Context: an optimization exercise on an open-source flow, tuned for small area and a short achievable clock period. The choices shown serve that exercise and are no tape-out recipe.
RTL that was checked went through simulation tests only; none was proved equivalent to the original.
No activity file was given, so power comes from the tool's default toggle rates.

==> flow/design.v <==
package trace_pkg;
    localparam int TRACE_W   = 102;
    localparam int WDATA_LSB = 0;
    localparam int WADDR_LSB = 32;
    localparam int WENA_BIT  = 37;
    localparam int INST_LSB  = 38;
    localparam int PC_LSB    = 70;
endpackage
import trace_pkg::*;
module trace_fifo
#(
    parameter int WIDTH = TRACE_W,
    parameter int DEPTH = 16
) (
    input  logic              clk,
    input  logic [DEPTH-1:0]  we,
    input  logic [WIDTH-1:0]  wdata,
    input  logic [DEPTH-1:0]  rsel,
    output logic [WIDTH-1:0]  rdata
);
    logic [WIDTH-1:0] mem [DEPTH];
    always_ff @(posedge clk) begin
        for (int i = 0; i < DEPTH; i++) begin
            if (we[i]) begin
                mem[i] <= wdata;
            end
        end
    end
    always_comb begin
        rdata = '0;
        for (int i = 0; i < DEPTH; i++) begin
            rdata = rdata | (mem[i] & {WIDTH{rsel[i]}});
        end
    end
endmodule
import trace_pkg::*;
module cpu_trace_buffer
#(
    parameter int DEPTH       = 16,
    parameter int MAX_RECORDS = 560
) (
    input  logic        clk,
    input  logic        rst,
    input  logic        trace_en,
    input  logic [31:0] pc,
    input  logic [31:0] inst,
    input  logic        rf_wena,
    input  logic [4:0]  rf_waddr,
    input  logic [31:0] rf_wdata,
    output logic        out_valid,
    input  logic        out_ready,
    output logic [31:0] out_data,
    output logic        out_last,
    output logic        full,
    output logic        empty,
    output logic        overflow,
    output logic [15:0] drop_count,
    output logic [31:0] rec_count,
    output logic        done
);
    localparam int RW = 10;              
    logic               w0, w1, w2, nw3;
    logic               nvalid, iempty, nfull, ndone;
    logic               empty_n;     
    logic [DEPTH-1:0]   wsel;        
    logic [DEPTH-1:0]   rsel;        
    logic [DEPTH-1:0]   we;
    logic [RW-1:0]      rec;
    logic [TRACE_W-1:0] entry_in;
    logic [TRACE_W-1:0] head;
    logic [TRACE_W-1:0] ent;         
    logic               adv, pop, push, drop, accept;
    logic               occ_is_1, occ_is_15;
    assign entry_in = {pc, inst, rf_wena, rf_waddr, rf_wdata};
    assign occ_is_1  = |(wsel & {rsel[DEPTH-2:0], rsel[DEPTH-1]});
    assign occ_is_15 = |(rsel & {wsel[DEPTH-2:0], wsel[DEPTH-1]});
    assign adv    = nvalid || (!nw3 && out_ready);
    assign pop    = !iempty && adv;
    assign accept = trace_en && ndone;
    assign push   = accept && (nfull || pop);
    assign drop   = accept && !nfull && !pop;
    assign we = (wsel & {DEPTH{nfull}}) | (wsel & {DEPTH{!nw3}} & {DEPTH{out_ready}});
    trace_fifo #(
        .WIDTH (TRACE_W),
        .DEPTH (DEPTH)
    ) u_fifo (
        .clk     (clk),
        .we      (we),
        .wdata   (entry_in),
        .rsel    (rsel),
        .rdata   (head)
    );
    always_ff @(posedge clk or posedge rst) begin
        if (rst) begin
            wsel   <= DEPTH'(1);
            rsel   <= DEPTH'(1);
            full   <= 1'b0;
            nfull  <= 1'b1;
            iempty  <= 1'b1;
            empty_n <= 1'b0;
        end else begin
            if (push) wsel <= {wsel[DEPTH-2:0], wsel[DEPTH-1]};
            if (pop)  rsel <= {rsel[DEPTH-2:0], rsel[DEPTH-1]};
            if (push && !pop) begin
                iempty  <= 1'b0;
                empty_n <= 1'b1;
                full   <= occ_is_15;
                nfull  <= !occ_is_15;
            end else if (pop && !push) begin
                full   <= 1'b0;
                nfull  <= 1'b1;
                iempty  <= occ_is_1;
                empty_n <= !occ_is_1;
            end
        end
    end
    always_ff @(posedge clk or posedge rst) begin
        if (rst) begin
            rec        <= '0;
            done       <= 1'b0;
            ndone      <= 1'b1;
            overflow   <= 1'b0;
            drop_count <= '0;
        end else begin
            if (push) begin
                rec   <= rec + 1'b1;
                done  <= (rec == RW'(MAX_RECORDS - 1));
                ndone <= (rec != RW'(MAX_RECORDS - 1));
            end
            if (drop) begin
                overflow <= 1'b1;
                if (drop_count != 16'hFFFF) begin
                    drop_count <= drop_count + 16'd1;
                end
            end
        end
    end
    assign rec_count = 32'(rec);
    assign empty     = !empty_n;
    always_ff @(posedge clk or posedge rst) begin
        if (rst) begin
            out_valid <= 1'b0;
            nvalid    <= 1'b1;
            out_last  <= 1'b0;
            w0    <= 1'b0;
            w1    <= 1'b0;
            w2    <= 1'b0;
            nw3   <= 1'b1;
        end else begin
            if (adv) begin
                out_valid <= !iempty;
                nvalid    <= iempty;
                out_last  <= 1'b0;
                w0    <= !iempty;
                nw3   <= 1'b1;
            end else if (out_ready) begin
                out_last <= w2;
                w0    <= 1'b0;
                w1    <= w0;
                w2    <= w1;
                nw3   <= !w2;
            end
        end
    end
    always_ff @(posedge clk) begin
        if (adv) begin
            ent <= head;
        end
    end
    logic s_head, s_pc, s_inst, s_rf, s_wdata;
    assign s_head  = adv;
    assign s_pc    = w0 && !out_ready;
    assign s_inst  = out_ready ? w0 : w1;
    assign s_rf    = out_ready ? w1 : w2;
    assign s_wdata = out_ready ? w2 : !nw3;
    always_ff @(posedge clk) begin
        out_data <= ({32{s_head}}  & head[PC_LSB +: 32])
                  | ({32{s_pc}}    & ent[PC_LSB +: 32])
                  | ({32{s_inst}}  & ent[INST_LSB +: 32])
                  | ({32{s_rf}}    & {ent[WENA_BIT], 26'b0, ent[WADDR_LSB +: 5]})
                  | ({32{s_wdata}} & ent[WDATA_LSB +: 32]);
    end
endmodule
export LEC_CHECK = 0
export CAP_MARGIN = 20
export CORE_MARGIN = 2
export CORE_UTILIZATION = 45
export CTS_CLUSTER_DIAMETER = 80
export CTS_CLUSTER_SIZE = 30
export PLACE_DENSITY = 0.6
export SETUP_SLACK_MARGIN = 3.1
export SLEW_MARGIN = 20
create_clock -name core_clock -period 5.5 [get_ports {clk}]
standard.sh (not shown) runs the stock make flow with config.mk's settings and CLKGATE_MAP_FILE= SYNTH_SCRIPT=/design/flow/synth_recipe.tcl, a recipe that flattens the netlist after the stock synthesis.
==> flow/flow/run.sh <==
#!/bin/bash
# Own layout flow: the standard flow (standard.sh, unchanged synthesis),
# with the port buffers made as buf_2 cells instead of the default delay
# buffer. The full make output goes to make.log in this folder; ORFS keeps
# each step's own log under orfs/logs/.
set -euo pipefail
export BUFFER_PORTS_ARGS="-buffer_cell sky130_fd_sc_hd__buf_2"
bash standard.sh finish > make.log 2>&1
Change:
--- a/flow/design.v
+++ b/flow/design.v
@@ -12,27 +12,31 @@
     parameter int WIDTH = TRACE_W,
     parameter int DEPTH = 16
 ) (
     input  logic              clk,
     input  logic [DEPTH-1:0]  we,
     input  logic [WIDTH-1:0]  wdata,
-    input  logic [DEPTH-1:0]  rsel,
+    input  logic [DEPTH-1:0]  rsel_lo,
+    input  logic [DEPTH-1:0]  rsel_hi,
     output logic [WIDTH-1:0]  rdata
 );
     logic [WIDTH-1:0] mem [DEPTH];
     always_ff @(posedge clk) begin
         for (int i = 0; i < DEPTH; i++) begin
             if (we[i]) begin
                 mem[i] <= wdata;
             end
         end
     end
+    localparam int LO_W = WIDTH / 2;
     always_comb begin
         rdata = '0;
         for (int i = 0; i < DEPTH; i++) begin
-            rdata = rdata | (mem[i] & {WIDTH{rsel[i]}});
+            rdata[LO_W-1:0]     = rdata[LO_W-1:0] | (mem[i][LO_W-1:0] & {LO_W{rsel_lo[i]}});
+            rdata[WIDTH-1:LO_W] = rdata[WIDTH-1:LO_W] |
+                                  (mem[i][WIDTH-1:LO_W] & {(WIDTH-LO_W){rsel_hi[i]}});
         end
     end
 endmodule
 import trace_pkg::*;
 module cpu_trace_buffer
 #(
@@ -61,59 +65,69 @@
     localparam int RW = 10;              
     logic               w0, w1, w2, nw3;
     logic               nvalid, iempty, nfull, ndone;
     logic               empty_n;     
     logic [DEPTH-1:0]   wsel;        
     logic [DEPTH-1:0]   rsel;        
+    logic [DEPTH-1:0]   rsel2;       
     logic [DEPTH-1:0]   we;
+    logic [4:0]         occ;         
     logic [RW-1:0]      rec;
     logic [TRACE_W-1:0] entry_in;
     logic [TRACE_W-1:0] head;
     logic [TRACE_W-1:0] ent;         
     logic               adv, pop, push, drop, accept;
-    logic               occ_is_1, occ_is_15;
+    logic [4:0]         occ_inc, occ_dec;
     assign entry_in = {pc, inst, rf_wena, rf_waddr, rf_wdata};
-    assign occ_is_1  = |(wsel & {rsel[DEPTH-2:0], rsel[DEPTH-1]});
-    assign occ_is_15 = |(rsel & {wsel[DEPTH-2:0], wsel[DEPTH-1]});
+    assign occ_inc  = occ + 5'd1;
+    assign occ_dec  = occ - 5'd1;
     assign adv    = nvalid || (!nw3 && out_ready);
     assign pop    = !iempty && adv;
     assign accept = trace_en && ndone;
     assign push   = accept && (nfull || pop);
     assign drop   = accept && !nfull && !pop;
-    assign we = (wsel & {DEPTH{nfull}}) | (wsel & {DEPTH{!nw3}} & {DEPTH{out_ready}});
+    assign we = wsel & {DEPTH{nfull || (!nw3 && out_ready)}};
     trace_fifo #(
         .WIDTH (TRACE_W),
         .DEPTH (DEPTH)
     ) u_fifo (
         .clk     (clk),
         .we      (we),
         .wdata   (entry_in),
-        .rsel    (rsel),
+        .rsel_lo (rsel),
+        .rsel_hi (rsel2),
         .rdata   (head)
     );
     always_ff @(posedge clk or posedge rst) begin
         if (rst) begin
             wsel   <= DEPTH'(1);
             rsel   <= DEPTH'(1);
+            rsel2  <= DEPTH'(1);
+            occ    <= '0;
             full   <= 1'b0;
             nfull  <= 1'b1;
             iempty  <= 1'b1;
             empty_n <= 1'b0;
         end else begin
             if (push) wsel <= {wsel[DEPTH-2:0], wsel[DEPTH-1]};
-            if (pop)  rsel <= {rsel[DEPTH-2:0], rsel[DEPTH-1]};
+            if (pop) begin
+                rsel  <= {rsel[DEPTH-2:0], rsel[DEPTH-1]};
+                rsel2 <= {rsel2[DEPTH-2:0], rsel2[DEPTH-1]};
+            end
             if (push && !pop) begin
+                occ    <= occ_inc;
                 iempty  <= 1'b0;
                 empty_n <= 1'b1;
-                full   <= occ_is_15;
-                nfull  <= !occ_is_15;
+                full   <= (occ == 5'(DEPTH - 1));
+                nfull  <= (occ != 5'(DEPTH - 1));
             end else if (pop && !push) begin
+                occ    <= occ_dec;
                 full   <= 1'b0;
                 nfull  <= 1'b1;
-                iempty  <= occ_is_1;
-                empty_n <= !occ_is_1;
+                iempty  <= (occ == 5'd1);
+                empty_n <= (occ != 5'd1);
             end
         end
     end
     always_ff @(posedge clk or posedge rst) begin
         if (rst) begin
             rec        <= '0;
Outcome:
- The new run produced a clean layout
- power went down by 1.4%
- design area decreases by about 0.8%
- non-clock buffer count fell by 27
- wire length shrinks by about 7%
- global-route usage goes down by 2.4 points
- clock power shrinks by about 9%
- combinational power rose by about 10%
No functional check of the RTL was part of the second run of this note.

-- separate check: timing with driven ports --
How much do the figures lean on ideal ports? The routed layouts below were timed once more, with nothing changed but the port constraints. Step 1 assumes that a clkbuf_16 drives the clock port and a buf_2 every other input. Step 2, shift: input delay + t, output delay - t, t = (earliest + latest rising clock arrival at the registers) / 2. This alone moves slack from input paths to output paths. Slacks: ideal / step 1 / step 2; pairs: ideal / step 1.
run | t (ns) | setup WS [ns] | worst register clock-pin slew, ns | pins driven straight from the clock port
the first run | 0.802 | 3.046 / 2.970 / 2.220 | 0.12 / 0.12 | 1
the second run | 0.784 | 3.006 / 2.956 / 2.274 | 0.12 / 0.12 | 1
After both steps setup and hold are still met in every run listed. The setup slack of the first run, which loses most, moves by -0.076 ns with the drivers and by -0.826 ns with both steps.
